Background: an optimization exercise with open tools, aiming at small area. Do not read the settings as production practice.
In this exercise RTL edits were held to simulation tests only and were not proved equivalent to the original.

Design mtmp_pow_calc, start of the top module:
module mtmp_pow_calc (
  input  logic       clk,
  input  logic       rst_n,
  input  logic       in_vld,
  input  logic [9:0] imoy_i_j,
  input  logic [9:0] imoy_ii_jj,
  input  logic [9:0] divisor,
  input  logic [1:0] pow_sel,
  output logic       out_vld,
  output logic [8:0] mtmp,
  output logic       div0
);
Size: ~1200 cells after synthesis, about 110 flip-flops, roughly 46 I/O pins.
==> flow/config.mk <==
export PLATFORM = sky130hd
export DESIGN_NAME = mtmp_pow_calc
export DESIGN_NICKNAME = mtmp_pow_calc
export VERILOG_FILES = /design/flow/design.v
export SDC_FILE = /design/flow/constraint.sdc
export NUM_CORES = 4
export LEC_CHECK = 0
export CAP_MARGIN = 20
export CORE_MARGIN = 2
export CORE_UTILIZATION = 40
export SLEW_MARGIN = 20
==> flow/constraint.sdc <==
create_clock -name core_clock -period 7.0 [get_ports {clk}]
set_input_delay 1.4000 -clock core_clock [delete_from_list [all_inputs] [get_ports {clk}]]
set_output_delay 1.4000 -clock core_clock [all_outputs]
set_load 0.01 [all_outputs]
standard.sh (not shown) runs the stock make flow with config.mk's settings and CLKGATE_MAP_FILE= SYNTH_SCRIPT=/design/flow/synth_recipe.tcl, a recipe that flattens the netlist after the stock synthesis.
==> flow/flow/run.sh <==
#!/bin/bash
# The standard layout, with the port buffers made from the smallest plain buffer cell
# instead of the delay buffer buffer_ports picks by default. Everything else is unchanged.
set -euo pipefail
bash standard.sh "BUFFER_PORTS_ARGS=-buffer_cell sky130_fd_sc_hd__buf_1" finish > standard.log 2>&1
Then changed:
==> flow/run.sh (new file) <==
#!/bin/bash
# synth_recipe.tcl (not shown) runs the flow's synth.tcl, then flattens the netlist and writes it again
# the make line also repeats each setting of config.mk as NAME=value (left out here)
make -C /OpenROAD-flow-scripts/flow DESIGN_CONFIG=/design/flow/config.mk WORK_HOME=/design/flow/orfs CLKGATE_MAP_FILE= SYNTH_SCRIPT=/design/flow/synth_recipe.tcl finish
Settings changed: CTS_CLUSTER_SIZE from default to 30.
removed: flow/flow/run.sh
removed: flow/standard.sh
=> Global-route usage barely changes; critical path depth goes down by 8; clock-buffer cell count falls by 1; wire length shrinks by about 0.54%; via count is higher by 0.48%; die area stays the same; setup slack got worse by 0.15 ns.
Then changed:
Settings changed: CTS_CLUSTER_SIZE 30 to default.
First-iteration DRC count does not change.
Routed wire length is unchanged.
Synthesized area is unchanged.
Die area does not change.
Via count does not change.
Fmax does not change.
Setup slack does not change.
Sequential share of layout area does not change.
Synthesized cell count stays the same.
Utilization stays the same.

## run 1
Another version of the RTL of mtmp_pow_calc (not shown whole).
Size in the first run: roughly 970 cells after synthesis, ~93 flip-flops.
==> flow/design.v (excerpt) <==
module mtmp_pow_calc (
  input  logic       clk,
  input  logic       rst_n,
  input  logic       in_vld,
  input  logic [9:0] imoy_i_j,
  input  logic [9:0] imoy_ii_jj,
  input  logic [9:0] divisor,
  input  logic [1:0] pow_sel,
  output logic       out_vld,
  output logic [8:0] mtmp,
  output logic       div0
);
clock: 7.0 ns
lec_check: 0
cap_margin: 20
core_margin: 2
core_utilization: 65
slew_margin: 20
==> flow/flow/run.sh <==
#!/bin/bash
set -euo pipefail
export MTMP_ABC_SCRIPT="$PWD/flow/abc.script"
export MTMP_REF_SYNTH="$PWD/synth_recipe.tcl"
bash standard.sh \
  "SYNTH_SCRIPT=$PWD/flow/synth.tcl" \
  "BUFFER_PORTS_ARGS=-buffer_cell sky130_fd_sc_hd__buf_1" \
  "CTS_ARGS=-sink_clustering_enable -repair_clock_nets -dont_use_dummy_load -buf_list sky130_fd_sc_hd__clkbuf_8 -root_buf sky130_fd_sc_hd__clkbuf_8 -sink_clustering_buffer sky130_fd_sc_hd__clkbuf_8 -sink_clustering_size 10" \
  finish > standard.log 2>&1
==> flow/flow/abc.script <==
&get -n
&st
&dch
&nf
&put
buffer -c
topo
stime -c
dnsize -c
==> flow/flow/synth.tcl <==
proc abc {args} {
  set i [lsearch -exact $args -script]
  if {$i >= 0} { lset args [expr {$i + 1}] $::env(MTMP_ABC_SCRIPT) }
  yosys abc {*}$args
}
source $::env(MTMP_REF_SYNTH)
Every stage of the flow completed for run 1, and the final layout passed the timing, design-rule and antenna checks.
Setup changes, run 1 to run 2
- CORE_UTILIZATION now 55, was 65
==> flow/flow/run.sh <==
#!/bin/bash
# The standard layout, with the port buffers made from the smallest plain buffer cell
# instead of the delay buffer buffer_ports picks by default, and a clock tree with a clkbuf_8
# root and clkbuf_4 leaf buffers, without dummy loads. Everything else is unchanged.
set -euo pipefail
bash standard.sh \
  "BUFFER_PORTS_ARGS=-buffer_cell sky130_fd_sc_hd__buf_1" \
  "CTS_ARGS=-sink_clustering_enable -repair_clock_nets -dont_use_dummy_load -buf_list {sky130_fd_sc_hd__clkbuf_4 sky130_fd_sc_hd__clkbuf_8} -root_buf sky130_fd_sc_hd__clkbuf_8 -sink_clustering_buffer sky130_fd_sc_hd__clkbuf_4 -sink_clustering_size 10" \
  finish > standard.log 2>&1
removed: flow/flow/abc.script
removed: flow/flow/synth.tcl
Notes after the runs:
Run 2 ended up with x_q_s3[0]$_SDFF_PP1_ as its termination of the worst setup path; run 1 ended up with r_q_s2[8]$_DFF_P_.
Changes observed in run 2 relative to run 1: final worst setup slack went up by 0.12 ns; met1 track demand over resource went down 6.9 points; sequential cell area shows no meaningful change; final cell count without fillers grew by 6.3%; highest clock rate saw an increase.
Critical path depth, run 1 and run 2, higher one = run 2.
Area added between synthesis and finish: higher on run 1
Changes observed in run 2 relative to run 1: register-to-register setup slack increased by 0.12 ns relative to the old numbers, global-route met2 utilization decreased by 8.7 points relative to the old numbers.
Sort run 1 and run 2 by flip-flop and latch share of the layout cell area asc -> top: run 2
On wire length of the first global-routing pass, run 1 and run 2 are neck and neck.
Modified inputs, run 3 compared to run 2
- GPL_ROUTABILITY_DRIVEN: unset -> 0
==> flow/flow/run.sh <==
#!/bin/bash
# The standard layout, with the port buffers made from the smallest plain buffer cell
# instead of the delay buffer buffer_ports picks by default, and a clock tree of clkbuf_8
# cells in clusters of at most 10 flip-flops, without dummy loads. Everything else is unchanged.
set -euo pipefail
bash standard.sh \
  "BUFFER_PORTS_ARGS=-buffer_cell sky130_fd_sc_hd__buf_1" \
  "CTS_ARGS=-sink_clustering_enable -repair_clock_nets -dont_use_dummy_load -buf_list sky130_fd_sc_hd__clkbuf_8 -root_buf sky130_fd_sc_hd__clkbuf_8 -sink_clustering_buffer sky130_fd_sc_hd__clkbuf_8 -sink_clustering_size 10" \
  finish > standard.log 2>&1
Notes after the runs:
- The endpoint required time on the critical path on run 3 is in line with that on run 2.
- As far as worst slew slack as a fraction of its limit goes, run 2 and run 3 are indistinguishable; the numbers are identical.
- On global-route usage, run 2 tracks run 3 almost exactly.
- Actual transition at the worst max-transition pin: run 3 vs run 2, no meaningful difference
- Compared run 3 against run 2; share of synthesized cell area in and, or, nand and nor gates within noise.
- Comparing run 2 against run 3, there is no change at all in row count.
- | worst path setup slack after routing | run 3 vs run 2 | ≈ equal |
- From run 2 to run 3 the numbers moved as follows: max capacitance violation total flat; portion of netlist area occupied by mux cells now sits at about the same level.
diff inputs: run 3 => run 4
- GPL_ROUTABILITY_DRIVEN removed (was 0)
- CORE_UTILIZATION changed from 55 to 70
[summary]
Core utilization: run 3 and run 4 compared, higher one is run 4. Area occupied by multi-input gates delta (run 4 -> run 3): insignificant. Taking run 3 as the reference point, the design area of run 4 falls by about 0.7%. Run 3 has a higher largest net degree at the start of global routing than run 4. Result for run 3 and run 4: all clean. Between run 3 and run 4, the number of hold buffers added after CTS does not differ in any meaningful way.

mtmp_pow_calc, a different RTL version from the one above (not shown whole).
For scale: ~93 flip-flops, ~46 I/O pins, ~9300 um^2 of cells after synthesis.
clock: 7.0 ns
lec_check: 0
cap_margin: 20
core_margin: 2
core_utilization: 55
slew_margin: 20
==> flow/flow/run.sh <==
#!/bin/bash
set -euo pipefail
export MTMP_ABC_SCRIPT="$PWD/flow/abc.script"
export MTMP_REF_SYNTH="$PWD/synth_recipe.tcl"
bash standard.sh \
  "SYNTH_SCRIPT=$PWD/flow/synth.tcl" \
  "BUFFER_PORTS_ARGS=-buffer_cell sky130_fd_sc_hd__buf_1" \
  "CTS_ARGS=-sink_clustering_enable -repair_clock_nets -dont_use_dummy_load -buf_list sky130_fd_sc_hd__clkbuf_8 -root_buf sky130_fd_sc_hd__clkbuf_8 -sink_clustering_buffer sky130_fd_sc_hd__clkbuf_8 -sink_clustering_size 10" \
  finish > standard.log 2>&1
==> flow/flow/abc.script <==
&get -n
&st
&dch
&nf
&put
buffer -c
topo
stime -c
upsize -c
dnsize -c
==> flow/flow/synth.tcl <==
proc abc {args} {
  set i [lsearch -exact $args -script]
  if {$i >= 0} { lset args [expr {$i + 1}] $::env(MTMP_ABC_SCRIPT) }
  yosys abc {*}$args
}
source $::env(MTMP_REF_SYNTH)
Then changed:
--- a/flow/flow/run.sh
+++ b/flow/flow/run.sh
@@ -1,0 +2,3 @@
+# The standard layout, with the port buffers made from the smallest plain buffer cell
+# instead of the delay buffer buffer_ports picks by default, and a clock tree of clkbuf_8
+# cells in clusters of at most 10 flip-flops, without dummy loads. Everything else is unchanged.
@@ -3,2 +5,0 @@
-export MTMP_ABC_SCRIPT="$PWD/flow/abc.script"
-export MTMP_REF_SYNTH="$PWD/synth_recipe.tcl"
@@ -6 +6,0 @@
-  "SYNTH_SCRIPT=$PWD/flow/synth.tcl" \
removed: flow/flow/abc.script
removed: flow/flow/synth.tcl
Effect: Final cell count increases slightly. Core utilization drops by 1.3 points. Flip-flop and latch count is unchanged. Area after synthesis rose by a few percent. Worst hold slack is better by 11 ps. Worst setup slack gets worse by 38 ps.

-- afterwards: timing with drivers on the ports --
The results above use ideal ports. As a check the final layouts listed here were re-extracted and re-timed, cells and wires unchanged.
Step 1: set_driving_cell puts a clkbuf_16 on clk and a buf_2 on each other input, an assumption about the parent block.
Step 2 times the ports against the registers' clock, not the clock port: input delays grow and output delays shrink by t, the midpoint of the rising clock arrivals with the driver on.
Slacks: ideal ports / drivers / drivers and shift; pairs: ideal ports / drivers.
| run | t (ns) | setup WS [ns] | worst setup path after step 2 | worst data-port slew with drivers (ns) | cell pins on the clock port's net |
|---|---|---|---|---|---|
| the first run of note 1 | 0.400 | 0.550 / 0.550 / 0.400 | input to register | 0.04 | 1 |
| the second run of note 1 | 0.392 | 0.402 / 0.356 / 0.072 | input to register | 0.05 | 1 |
| the third run of note 1 | 0.392 | 0.402 / 0.356 / 0.072 | input to register | 0.05 | 1 |
| run 1 | 0.396 | 0.241 / 0.241 / -0.052 | input to register | 0.03 | 1 |
| run 2 | 0.407 | 0.358 / 0.358 / 0.163 | input to register | 0.03 | 1 |
| run 3 | 0.407 | 0.358 / 0.358 / 0.163 | input to register | 0.03 | 1 |
| run 4 | 0.401 | 0.264 / 0.264 / 0.048 | input to register | 0.03 | 1 |
| the first run of note 3 | 0.390 | 0.462 / 0.462 / 0.457 | input to register | 0.03 | 1 |
| the second run of note 3 | 0.411 | 0.424 / 0.424 / 0.049 | input to register | 0.03 | 1 |
Met with ideal ports but missed after step 2: setup timing in run 1. For the second run of note 3, which loses most, drivers alone change the setup slack by 0.000 ns; drivers and shift together by -0.375 ns.
